Background: an optimization exercise with open tools, aiming at small area, a short achievable clock period and few clock cycles per item. Do not read the settings as production practice. Where RTL was checked, it was by simulation tests only, not by an equivalence proof against the original. Power figures rest on the tool's default switching activity, not on a simulated workload.

==> flow/design.v (excerpt) <==
module ppm_pulse_train_decoder_top #(
   parameter int unsigned MAX_CHANNELS  = 8,
   parameter int unsigned CYCLES_PER_US = 80
) (
   input  logic                                 clock,
   input  logic                                 reset,
   input  logic                                 req_valid,
   output logic                                 req_ready,
   input  logic                                 req_edge_rising,
   input  logic [ppmd_pkg::TS_W-1:0]            req_timestamp,
   output logic                                 rsp_valid,
   input  logic                                 rsp_ready,
   output logic [ppmd_pkg::CHAN_W-1:0]          rsp_channel,
   output logic [ppmd_pkg::WIDTH_W-1:0]         rsp_width_us,
   output logic [ppmd_pkg::FRAME_W-1:0]         rsp_frame_number,
   output logic [ppmd_pkg::RESYNC_W-1:0]        rsp_resync_total,
   output logic                                 rsp_last,
   input  logic                                 csr_valid,
   output logic                                 csr_ready,
   input  logic [ppmd_pkg::CSR_INDEX_W-1:0]     csr_index,
   input  logic [ppmd_pkg::CSR_DATA_W-1:0]      csr_wdata
);
export LEC_CHECK = 0
export CAP_MARGIN = 20
export CORE_MARGIN = 2
export CORE_UTILIZATION = 40
export CTS_BUF_LIST = sky130_fd_sc_hd__clkbuf_8
export CTS_CLUSTER_DIAMETER = 60
export CTS_CLUSTER_SIZE = 16
export SETUP_SLACK_MARGIN = 4.0
export SLEW_MARGIN = 20
create_clock -name core_clock -period 8.0 [get_ports {clock}]
standard.sh (not shown) runs the stock make flow with config.mk's settings and CLKGATE_MAP_FILE= SYNTH_SCRIPT=/design/flow/synth_recipe.tcl, a recipe that flattens the netlist after the stock synthesis.
==> flow/flow/run.sh <==
#!/bin/bash
# The standard layout with two changes, both after the standard synthesis:
#  - the combinational cells of the standard synthesis's netlist are mapped
#    again by ABC with a delay-aware script (flow/remap.abc); the flip-flops,
#    their names and cells, are kept as they are (read as black boxes);
#  - plain buf_2 cells as the port buffers instead of delay buffers.
# Logs: make_synth.log and make.log (make), remap.log (yosys), and the ORFS
# step logs under orfs/logs/.
set -euo pipefail
export BUFFER_PORTS_ARGS="-buffer_cell sky130_fd_sc_hd__buf_2"
PLAT=$FLOW_HOME/platforms/sky130hd
LIB=$PLAT/lib/sky130_fd_sc_hd__tt_025C_1v80.lib
RES=orfs/results/sky130hd/ppm_pulse_train_decoder_top/base
LOGS=orfs/logs/sky130hd/ppm_pulse_train_decoder_top/base

bash standard.sh synth > make_synth.log 2>&1

python3 flow/split_lib.py "$LIB" comb.lib seq.lib
DONT_USE=$(grep -o -- "-dont_use [A-Za-z0-9_]*" $LOGS/1_2_yosys.log | sort -u | tr '\n' ' ')
cp $RES/1_2_yosys.v 1_2_yosys_standard.v
cat > remap.ys <<EOS
read_liberty -lib seq.lib
read_liberty -ignore_miss_func comb.lib
read_verilog -noblackbox 1_2_yosys_standard.v
hierarchy -top $FLOW_TOP
flatten
opt_clean
abc -liberty $LIB $DONT_USE -script flow/remap.abc
opt_clean -purge
hilomap -singleton -hicell sky130_fd_sc_hd__conb_1 HI -locell sky130_fd_sc_hd__conb_1 LO
splitnets
opt_clean -purge
insbuf -buf sky130_fd_sc_hd__buf_4 A X
rename -hide w:*.*
check
stat -liberty $LIB
write_verilog -noattr -noexpr -nohex -nodec $RES/1_2_yosys.v
EOS
yosys -s remap.ys > remap.log 2>&1
rm -f $RES/1_synth.odb $RES/1_synth.sdc

bash standard.sh > make.log 2>&1
==> flow/flow/remap.abc <==
strash; dch -f; map -D 2800; topo; buffer; upsize; dnsize
==> flow/flow/split_lib.py <==
#!/usr/bin/env python3
"""Splits a Liberty file in two: the cells without state (comb) and those with
a ff, latch or statetable group (seq)."""
import re
import sys

src, comb_out, seq_out = sys.argv[1:4]
lib = open(src).read()
start = lib.index("cell (")
head = lib[:start]
comb, seq = [], []
i = start
while True:
    j = lib.find("cell (", i)
    if j < 0:
        break
    k = lib.index("{", j)
    depth, p = 1, k + 1
    while depth:
        c = lib[p]
        if c == "{":
            depth += 1
        elif c == "}":
            depth -= 1
        p += 1
    cell = lib[j:p]
    (seq if re.search(r"\n\s*(ff|latch|statetable)\s*\(", cell) else comb).append(cell)
    i = p
open(comb_out, "w").write(head + "\n".join(comb) + "\n}\n")
open(seq_out, "w").write(head + "\n".join(seq) + "\n}\n")
The first run completed without violations.
Change:
--- a/flow/design.v
+++ b/flow/design.v
@@ -95,33 +95,32 @@
    input  logic [ppmd_pkg::CSR_INDEX_W-1:0]     csr_index,
    input  logic [ppmd_pkg::CSR_DATA_W-1:0]      csr_wdata
 );
    logic [TS_W-1:0]     period_ff;
    logic [19:0]         thr5_ff;
    logic                thr_max_ff;
    logic                thr_raw_ff;      
    logic [COUNT_W-1:0]  count_ff;
    logic [3:0]          n_chan;
    logic                v1_ff;
    logic [TS_W-1:0]     rise_ff, fall_ff;
-   logic                v2_ff, slip1_ff, sat_ff, ge_ff;
+   logic                v2_ff, slip1_ff, sat_ff;
    logic [19:0]         x_ff;
    logic                rv_ff;           
    logic                hunt_ff;         
    logic                gap_ff;          
    logic [3:0]          chan_ff;
    logic [FRAME_W-1:0]  frame_ff;
    logic [RESYNC_W-1:0] resync_ff;
    logic [WIDTH_W-1:0]  store_ff [8];
    logic                emit_ff, last_ff;
-   logic [WIDTH_W-1:0]  width_ff;        
    logic [2:0]          eidx_ff;
    logic                ready_ff;
    assign n_chan    = (count_ff > 4'd8) ? 4'd8 : count_ff;
    assign csr_ready = 1'b1;
    assign req_ready = ready_ff;
    logic            cr, cf, sn, ln;
    logic [TS_W:0]   d0;
    function automatic logic wrap_neg(input logic [TS_W-1:0] t, input logic [TS_W-1:0] p,
                                      input logic [TS_W-1:0] ref_t);
       logic [TS_W+1:0] a, b, c, s, cy;
       logic [TS_W+2:0] v;
@@ -135,57 +134,47 @@
    endfunction
    always_comb begin
       cr = (req_timestamp < rise_ff);
       cf = (req_timestamp < fall_ff);
       sn = wrap_neg(req_timestamp, period_ff, rise_ff);
       ln = wrap_neg(req_timestamp, period_ff, fall_ff);
       d0 = {1'b0, fall_ff} - {1'b0, rise_ff};
    end
    logic            cr1_ff, cf1_ff, sn1_ff, ln1_ff;
    logic [TS_W:0]   d01_ff;
    logic [TS_W:0]   off, diff;
-   logic [TS_W+1:0] ga, gb, gc, gs, gy;
-   logic [TS_W+2:0] gv;
-   logic            ge_in;
    logic            sub;
    logic            slip1_in, sat_in;
    always_comb begin
       sub = !cr1_ff && cf1_ff;
       if (cr1_ff && !cf1_ff) off = {1'b0, period_ff};
       else if (sub)          off = ~{1'b0, period_ff};
       else                   off = '0;
       diff = d01_ff + off + {{TS_W{1'b0}}, sub};
       sat_in   = sn1_ff && !ln1_ff;
       slip1_in = (!sn1_ff && ln1_ff) || (!(sn1_ff ^ ln1_ff) && diff[TS_W]);
-      ga = {d01_ff[TS_W], d01_ff};
-      gb = {off[TS_W], off};
-      gc = ~{2'b0, thr5_ff, 4'b0};
-      gs = ga ^ gb ^ gc;
-      gy = {(ga[TS_W:0] & gb[TS_W:0]) | (ga[TS_W:0] & gc[TS_W:0]) | (gb[TS_W:0] & gc[TS_W:0]), sub};
-      gv = {gs, 1'b1} + {gy, 1'b1};
-      ge_in = !gv[TS_W+2];
    end
    logic [15:0] dq;
    logic        dbig;
    logic [15:0] w;
    logic        above;
    logic [3:0]  widx, nidx;
    logic        measured, lslip, slip, complete, store_we, clash, hold;
    ppmd_div u_div (
       .x   (x_ff),
       .q   (dq),
       .big (dbig)
    );
    always_comb begin
       w        = (sat_ff || dbig) ? 16'hFFFF : dq;
-      above    = !thr_max_ff && (sat_ff || ge_ff);
+      above    = !thr_max_ff && (sat_ff || (x_ff >= thr5_ff));
       widx     = gap_ff ? 4'd0 : chan_ff;
       measured = v2_ff && rv_ff && !slip1_ff;
       if (above) begin
          lslip = (widx != n_chan);
          nidx  = 4'd0;
       end else begin
          lslip = (widx >= n_chan);
          nidx  = widx + 4'd1;
       end
       slip     = v2_ff && rv_ff && (slip1_ff || (!hunt_ff && lslip));
       complete = measured && !hunt_ff && !lslip && (nidx == n_chan);
@@ -289,29 +278,23 @@
          rise_ff <= req_timestamp;
          cr1_ff  <= cr;
          cf1_ff  <= cf;
          sn1_ff  <= sn;
          ln1_ff  <= ln;
          d01_ff  <= d0;
       end
       if (v1_ff && !hold) begin
          x_ff     <= diff[23:4];
          slip1_ff <= slip1_in;
          sat_ff   <= sat_in;
-         ge_ff    <= ge_in;
-      end
-      if (!emit_ff) begin
-         width_ff <= (n_chan == 4'd1) ? w : store_ff[0];
-      end else if (rsp_ready) begin
-         width_ff <= store_ff[eidx_ff + 3'd1];
       end
       if (store_we && !clash) begin
          store_ff[widx[2:0]] <= w;
       end
    end
    assign rsp_valid        = emit_ff;
    assign rsp_channel      = eidx_ff;
-   assign rsp_width_us     = width_ff;
+   assign rsp_width_us     = store_ff[eidx_ff];
    assign rsp_frame_number = frame_ff;
    assign rsp_resync_total = resync_ff;
    assign rsp_last         = last_ff;
 endmodule
What happened: Hold slack stays flat. Combinational power goes down by 12%. Setup slack is worse by 0.10 ns. Power goes down by 6.9%. Global-route usage goes down by 1.1 points.
Testbench counts after the change, summed over its fixed seeds: cycles 5,896, items 2,560.
No functional check of the RTL was part of the first run of this note.

========
ppm_pulse_train_decoder_top, a different RTL version from the one above (not shown whole).
Size: about 2500 cells after synthesis, about 130 I/O pins, ~20000 µm² of cells after synthesis.
clock: 8.0 ns
lec_check: 0
cap_margin: 20
core_margin: 2
core_utilization: 40
cts_buf_list: sky130_fd_sc_hd__clkbuf_8
cts_cluster_diameter: 60
cts_cluster_size: 16
setup_slack_margin: 4.0
slew_margin: 20
Scripts as last shown in full above: flow/flow/run.sh, flow/flow/remap.abc, flow/flow/split_lib.py
Testbench counts at the start, summed over its fixed seeds: cycles 5,896, items 2,560.
==> next run, changes <==
--- a/flow/design.v
+++ b/flow/design.v
@@ -92,25 +92,24 @@
    logic [TS_W-1:0]     rise_ff, fall_ff;
    logic                v2_ff, slip1_ff, sat_ff;
    logic [19:0]         x_ff;
    logic                rv_ff;           
    logic                hunt_ff;         
    logic                gap_ff;          
    logic [3:0]          chan_ff;
    logic [FRAME_W-1:0]  frame_ff;
    logic [RESYNC_W-1:0] resync_ff;
    logic [WIDTH_W-1:0]  store_ff [8];
    logic                emit_ff, last_ff;
    logic [2:0]          eidx_ff;
-   logic [7:0]          eoh_ff;          
    logic                ready_ff;
    assign n_chan    = (count_ff > 4'd8) ? 4'd8 : count_ff;
    assign csr_ready = 1'b1;
    assign req_ready = ready_ff;
    logic            cr, cf, sn, ln;
    logic [TS_W:0]   d0;
    function automatic logic wrap_neg(input logic [TS_W-1:0] t, input logic [TS_W-1:0] p,
                                      input logic [TS_W-1:0] ref_t);
       logic [TS_W+1:0] a, b, c, s, cy;
       logic [TS_W+2:0] v;
       a  = {2'b0, t};
       b  = {2'b0, p};
@@ -194,25 +193,24 @@
          thr_max_ff <= 1'b0;
          count_ff   <= COUNT_RESET;
          v1_ff      <= 1'b0;
          v2_ff      <= 1'b0;
          rv_ff      <= 1'b0;
          hunt_ff    <= 1'b1;
          gap_ff     <= 1'b0;
          chan_ff    <= '0;
          frame_ff   <= '0;
          resync_ff  <= '0;
          emit_ff    <= 1'b0;
          eidx_ff    <= '0;
-         eoh_ff     <= 8'd1;
          last_ff    <= 1'b0;
          ready_ff   <= 1'b1;
       end else begin
          thr_raw_ff <= csr_valid && (csr_index == CSR_FRAME_THRESHOLD);
          if (thr_raw_ff) begin
             thr5_ff <= thr5_in;
          end
          if (csr_valid) begin
             case (csr_index)
                CSR_TIMER_PERIOD: period_ff <= csr_wdata[TS_W-1:0];
                CSR_FRAME_THRESHOLD: begin
                   thr5_ff    <= {4'b0, csr_wdata[15:0]};
@@ -242,29 +240,27 @@
                end
             end
          end
          if (slip && !hold) begin
             resync_ff <= resync_ff + RESYNC_W'(1);
          end
          if (complete && !hold) begin
             frame_ff <= frame_ff + FRAME_W'(1);
          end
          emit_ff <= emit_in;
          if (!emit_ff) begin
             eidx_ff <= '0;
-            eoh_ff  <= 8'd1;
             last_ff <= (n_chan == 4'd1);
          end else if (rsp_ready) begin
             eidx_ff <= eidx_ff + 3'd1;
-            eoh_ff  <= {eoh_ff[6:0], eoh_ff[7]};
             last_ff <= ({1'b0, eidx_ff} + 4'd2 == n_chan);
          end
          ready_ff <= !(v1_in && v2_in && emit_in);
       end
    end
    always_ff @(posedge clock) begin
       if (accept && !req_edge_rising) begin
          fall_ff <= req_timestamp;
       end
       if (accept && req_edge_rising) begin
          rise_ff <= req_timestamp;
          cr1_ff  <= cr;
@@ -275,22 +271,17 @@
       end
       if (v1_ff && !hold) begin
          x_ff     <= diff[23:4];
          slip1_ff <= slip1_in;
          sat_ff   <= sat_in;
       end
       if (store_we && !clash) begin
          store_ff[widx[2:0]] <= w;
       end
    end
    assign rsp_valid        = emit_ff;
    assign rsp_channel      = eidx_ff;
-   always_comb begin
-      rsp_width_us = '0;
-      for (int k = 0; k < 8; k++) begin
-         rsp_width_us = rsp_width_us | ({WIDTH_W{eoh_ff[k]}} & store_ff[k]);
-      end
-   end
+   assign rsp_width_us     = store_ff[eidx_ff];
    assign rsp_frame_number = frame_ff;
    assign rsp_resync_total = resync_ff;
    assign rsp_last         = last_ff;
 endmodule
- sequential power hardly moves
- first-iteration DRC count falls by 1.1%
- global-route usage rises by 0.18 points
- core utilization rises by 1.7 points
- power rises by 1.3%
- setup slack got worse by 0.12 ns
- final area rises by 4.5%
- die area rises by 1.4%
- hold slack improved by 0.025 ns
- routed wire length rises by 3.8%
- clock-buffer cell count does not change
For the second run of this note, only the layout was checked, not whether the RTL still works.

========
alpha:
ppm_pulse_train_decoder_top, a different RTL version from the one above (not shown whole).
Size: ~2600 cells after synthesis, ~130 I/O pins, roughly 21000 µm² of cells after synthesis.
export LEC_CHECK = 0
export CAP_MARGIN = 20
export CORE_MARGIN = 2
export CORE_UTILIZATION = 40
export CTS_BUF_LIST = sky130_fd_sc_hd__clkbuf_8
export CTS_CLUSTER_DIAMETER = 60
export CTS_CLUSTER_SIZE = 16
export SETUP_SLACK_MARGIN = 4.0
export SLEW_MARGIN = 20
create_clock -name core_clock -period 8.0 [get_ports {clock}]
==> flow/flow/run.sh <==
#!/bin/bash
# The standard layout with two changes, both after the standard synthesis:
#  - the combinational cells of the standard synthesis's netlist are mapped
#    again by ABC with a delay-aware script (flow/remap.abc); the flip-flops,
#    their names and cells, are kept as they are (read as black boxes);
#  - plain buf_1 cells as the port buffers instead of delay buffers.
# Logs: make_synth.log and make.log (make), remap.log (yosys), and the ORFS
# step logs under orfs/logs/.
set -euo pipefail
export BUFFER_PORTS_ARGS="-buffer_cell sky130_fd_sc_hd__buf_1"
PLAT=$FLOW_HOME/platforms/sky130hd
LIB=$PLAT/lib/sky130_fd_sc_hd__tt_025C_1v80.lib
RES=orfs/results/sky130hd/ppm_pulse_train_decoder_top/base
LOGS=orfs/logs/sky130hd/ppm_pulse_train_decoder_top/base

bash standard.sh synth > make_synth.log 2>&1

python3 flow/split_lib.py "$LIB" comb.lib seq.lib
DONT_USE=$(grep -o -- "-dont_use [A-Za-z0-9_]*" $LOGS/1_2_yosys.log | sort -u | tr '\n' ' ')
cp $RES/1_2_yosys.v 1_2_yosys_standard.v
cat > remap.ys <<EOS
read_liberty -lib seq.lib
read_liberty -ignore_miss_func comb.lib
read_verilog -noblackbox 1_2_yosys_standard.v
hierarchy -top $FLOW_TOP
flatten
opt_clean
abc -liberty $LIB $DONT_USE -script flow/remap.abc
opt_clean -purge
hilomap -singleton -hicell sky130_fd_sc_hd__conb_1 HI -locell sky130_fd_sc_hd__conb_1 LO
splitnets
opt_clean -purge
insbuf -buf sky130_fd_sc_hd__buf_4 A X
rename -hide w:*.*
check
stat -liberty $LIB
write_verilog -noattr -noexpr -nohex -nodec $RES/1_2_yosys.v
EOS
yosys -s remap.ys > remap.log 2>&1
rm -f $RES/1_synth.odb $RES/1_synth.sdc

bash standard.sh > make.log 2>&1
Scripts as last shown in full above: flow/flow/remap.abc, flow/flow/split_lib.py
#### Input delta (beta over alpha)
--- a/flow/design.v
+++ b/flow/design.v
@@ -92,59 +92,63 @@
    logic [TS_W-1:0]     rise_ff, fall_ff;
    logic                v2_ff, slip1_ff, sat_ff;
    logic [19:0]         x_ff;
    logic                rv_ff;           
    logic                hunt_ff;         
    logic                gap_ff;          
    logic [3:0]          chan_ff;
    logic [FRAME_W-1:0]  frame_ff;
    logic [RESYNC_W-1:0] resync_ff;
-   logic [1:0]          pend_ff;         
    logic [WIDTH_W-1:0]  store_ff [8];
    logic                emit_ff, last_ff;
    logic [2:0]          eidx_ff;
    logic [7:0]          eoh_ff;          
    logic                ready_ff;
    assign n_chan    = (count_ff > 4'd8) ? 4'd8 : count_ff;
    assign csr_ready = 1'b1;
    assign req_ready = ready_ff;
    logic            cr, cf, sn, ln;
-   logic [TS_W:0]   d0;
    function automatic logic wrap_neg(input logic [TS_W-1:0] t, input logic [TS_W-1:0] p,
                                      input logic [TS_W-1:0] ref_t);
       logic [TS_W+1:0] a, b, c, s, cy;
       logic [TS_W+2:0] v;
       a  = {2'b0, t};
       b  = {2'b0, p};
       c  = ~{2'b0, ref_t};
       s  = a ^ b ^ c;
       cy = {(a[TS_W:0] & b[TS_W:0]) | (a[TS_W:0] & c[TS_W:0]) | (b[TS_W:0] & c[TS_W:0]), 1'b0};
       v  = {s, 1'b1} + {cy, 1'b1};
       wrap_neg = v[TS_W+2];
    endfunction
    always_comb begin
       cr = (req_timestamp < rise_ff);
       cf = (req_timestamp < fall_ff);
       sn = wrap_neg(req_timestamp, period_ff, rise_ff);
       ln = wrap_neg(req_timestamp, period_ff, fall_ff);
-      d0 = {1'b0, fall_ff} - {1'b0, rise_ff};
    end
    logic            cr1_ff, cf1_ff, sn1_ff, ln1_ff;
-   logic [TS_W:0]   d01_ff;
-   logic [TS_W:0]   off, diff;
+   logic [TS_W-1:0] r1_ff;
+   logic [TS_W:0]   off, diff, da, db, ds, dc;
+   logic [TS_W+1:0] dv;
    logic            sub;
    logic            slip1_in, sat_in;
    always_comb begin
       sub = !cr1_ff && cf1_ff;
       if (cr1_ff && !cf1_ff) off = {1'b0, period_ff};
       else if (sub)          off = ~{1'b0, period_ff};
       else                   off = '0;
-      diff = d01_ff + off + {{TS_W{1'b0}}, sub};
+      da   = {1'b0, fall_ff};
+      db   = ~{1'b0, r1_ff};
+      ds   = da ^ db ^ off;
+      dc   = {(da[TS_W-1:0] & db[TS_W-1:0]) | (da[TS_W-1:0] & off[TS_W-1:0]) |
+              (db[TS_W-1:0] & off[TS_W-1:0]), sub};
+      dv   = {ds, 1'b1} + {dc, 1'b1};
+      diff = dv[TS_W+1:1];
       sat_in   = sn1_ff && !ln1_ff;
       slip1_in = (!sn1_ff && ln1_ff) || (!(sn1_ff ^ ln1_ff) && diff[TS_W]);
    end
    logic [15:0] dq;
    logic        dbig;
    logic [15:0] w;
    logic        above;
    logic [3:0]  widx, nidx;
    logic        measured, lslip, slip, complete, store_we, clash, hold;
@@ -163,19 +167,19 @@
          nidx  = 4'd0;
       end else begin
          lslip = (widx >= n_chan);
          nidx  = widx + 4'd1;
       end
       slip     = v2_ff && rv_ff && (slip1_ff || (!hunt_ff && lslip));
       complete = measured && !hunt_ff && !lslip && (nidx == n_chan);
       store_we = measured && !hunt_ff && !widx[3];
       clash    = emit_ff && store_we && (widx < n_chan) && (widx[2:0] >= eidx_ff);
-      hold     = clash || (emit_ff && (complete || (slip && (pend_ff == 2'd3))));
+      hold     = clash || (emit_ff && (slip || complete));
    end
    logic accept, v1_in, v2_in, emit_in;
    logic [19:0] thr5_a, thr5_b, thr5_s, thr5_c, thr5_in;
    always_comb begin
       thr5_a  = {thr5_ff[17:0], 2'b0};
       thr5_b  = thr5_ff;
       thr5_s  = thr5_a ^ thr5_b ^ 20'd5;
       thr5_c  = {(thr5_a[18:0] & thr5_b[18:0]) | (thr5_a[18:0] & 19'd5) |
                  (thr5_b[18:0] & 19'd5), 1'b0};
@@ -196,19 +200,18 @@
          count_ff   <= COUNT_RESET;
          v1_ff      <= 1'b0;
          v2_ff      <= 1'b0;
          rv_ff      <= 1'b0;
          hunt_ff    <= 1'b1;
          gap_ff     <= 1'b0;
          chan_ff    <= '0;
          frame_ff   <= '0;
          resync_ff  <= '0;
-         pend_ff    <= '0;
          emit_ff    <= 1'b0;
          eidx_ff    <= '0;
          eoh_ff     <= 8'd1;
          last_ff    <= 1'b0;
          ready_ff   <= 1'b1;
       end else begin
          thr_raw_ff <= csr_valid && (csr_index == CSR_FRAME_THRESHOLD);
          if (thr_raw_ff) begin
             thr5_ff <= thr5_in;
@@ -238,25 +241,20 @@
                      hunt_ff <= 1'b0;
                      gap_ff  <= 1'b1;
                   end
                end else begin
                   gap_ff  <= 1'b0;
                   chan_ff <= lslip ? widx : nidx;
                end
             end
          end
-         if (emit_ff) begin
-            if (slip && !hold) begin
-               pend_ff <= pend_ff + 2'd1;
-            end
-         end else begin
-            resync_ff <= resync_ff + RESYNC_W'(pend_ff) + RESYNC_W'(slip);
-            pend_ff   <= '0;
+         if (slip && !hold) begin
+            resync_ff <= resync_ff + RESYNC_W'(1);
          end
          if (complete && !hold) begin
             frame_ff <= frame_ff + FRAME_W'(1);
          end
          emit_ff <= emit_in;
          if (!emit_ff) begin
             eidx_ff <= '0;
             eoh_ff  <= 8'd1;
             last_ff <= (n_chan == 4'd1);
@@ -272,19 +270,19 @@
       if (accept && !req_edge_rising) begin
          fall_ff <= req_timestamp;
       end
       if (accept && req_edge_rising) begin
          rise_ff <= req_timestamp;
          cr1_ff  <= cr;
          cf1_ff  <= cf;
          sn1_ff  <= sn;
          ln1_ff  <= ln;
-         d01_ff  <= d0;
+         r1_ff   <= rise_ff;
       end
       if (v1_ff && !hold) begin
          x_ff     <= diff[23:4];
          slip1_ff <= slip1_in;
          sat_ff   <= sat_in;
       end
       if (store_we && !clash) begin
          store_ff[widx[2:0]] <= w;
       end
## What came out
Count of multi-input combinational gates: beta and alpha compared, higher one is alpha. NOTE: worst setup slack after layout in beta falls short of that of alpha. NOTE average via count per standard cell alpha->beta decreased slightly. Clock network fraction of total power delta (beta -> alpha): insignificant. Count of inverters other than clock inverters in the layout delta for beta relative to alpha: 13 higher. beta has cell area after layout below what alpha had. Diff alpha -> beta | via count of the first global-routing pass | down slightly. [beta] via count fell about 2.4% relative to alpha. From alpha to beta the numbers moved as follows: total length of routed wires decreased by 1100 µm relative to the old numbers; core utilization shows an increase of 0.51 points. Synthesis-to-layout area growth on beta is up relative to alpha.
Function was not checked in any run of this note: the RTL went through the layout flow alone.

[separate check: timing with driven ports]
How much do the figures lean on ideal ports? The routed layouts below were timed once more, with nothing changed but the port constraints.
Step 1: set_driving_cell puts a clkbuf_16 on clock and a buf_2 on each other input, an assumption about the parent block.
Step 2, shift: input delay + t, output delay - t, t = (earliest + latest rising clock arrival at the registers) / 2. This alone moves slack from input paths to output paths.
Three values: ideal, step 1, step 2; two values: the first two.
run	t (ns)	setup WS [ns]	slew at the worst register clock pin (ns)	worst data-port slew with drivers (ns)
the first run of note 1	0.670	4.270 / 4.300 / 3.635	0.10 / 0.10	0.06
the second run of note 1	0.657	4.169 / 4.112 / 3.609	0.10 / 0.10	0.07
the first run of note 2	0.673	4.148 / 4.155 / 3.510	0.10 / 0.10	0.09
the second run of note 2	0.682	4.032 / 4.032 / 3.739	0.10 / 0.10	0.07
alpha	0.673	4.224 / 4.168 / 3.600	0.10 / 0.10	0.09
beta	0.672	4.176 / 4.123 / 3.747	0.10 / 0.10	0.09
After both steps every run listed still meets setup and hold. For the first run of note 2, which loses most, drivers alone change the setup slack by +0.007 ns; drivers and shift together by -0.638 ns.
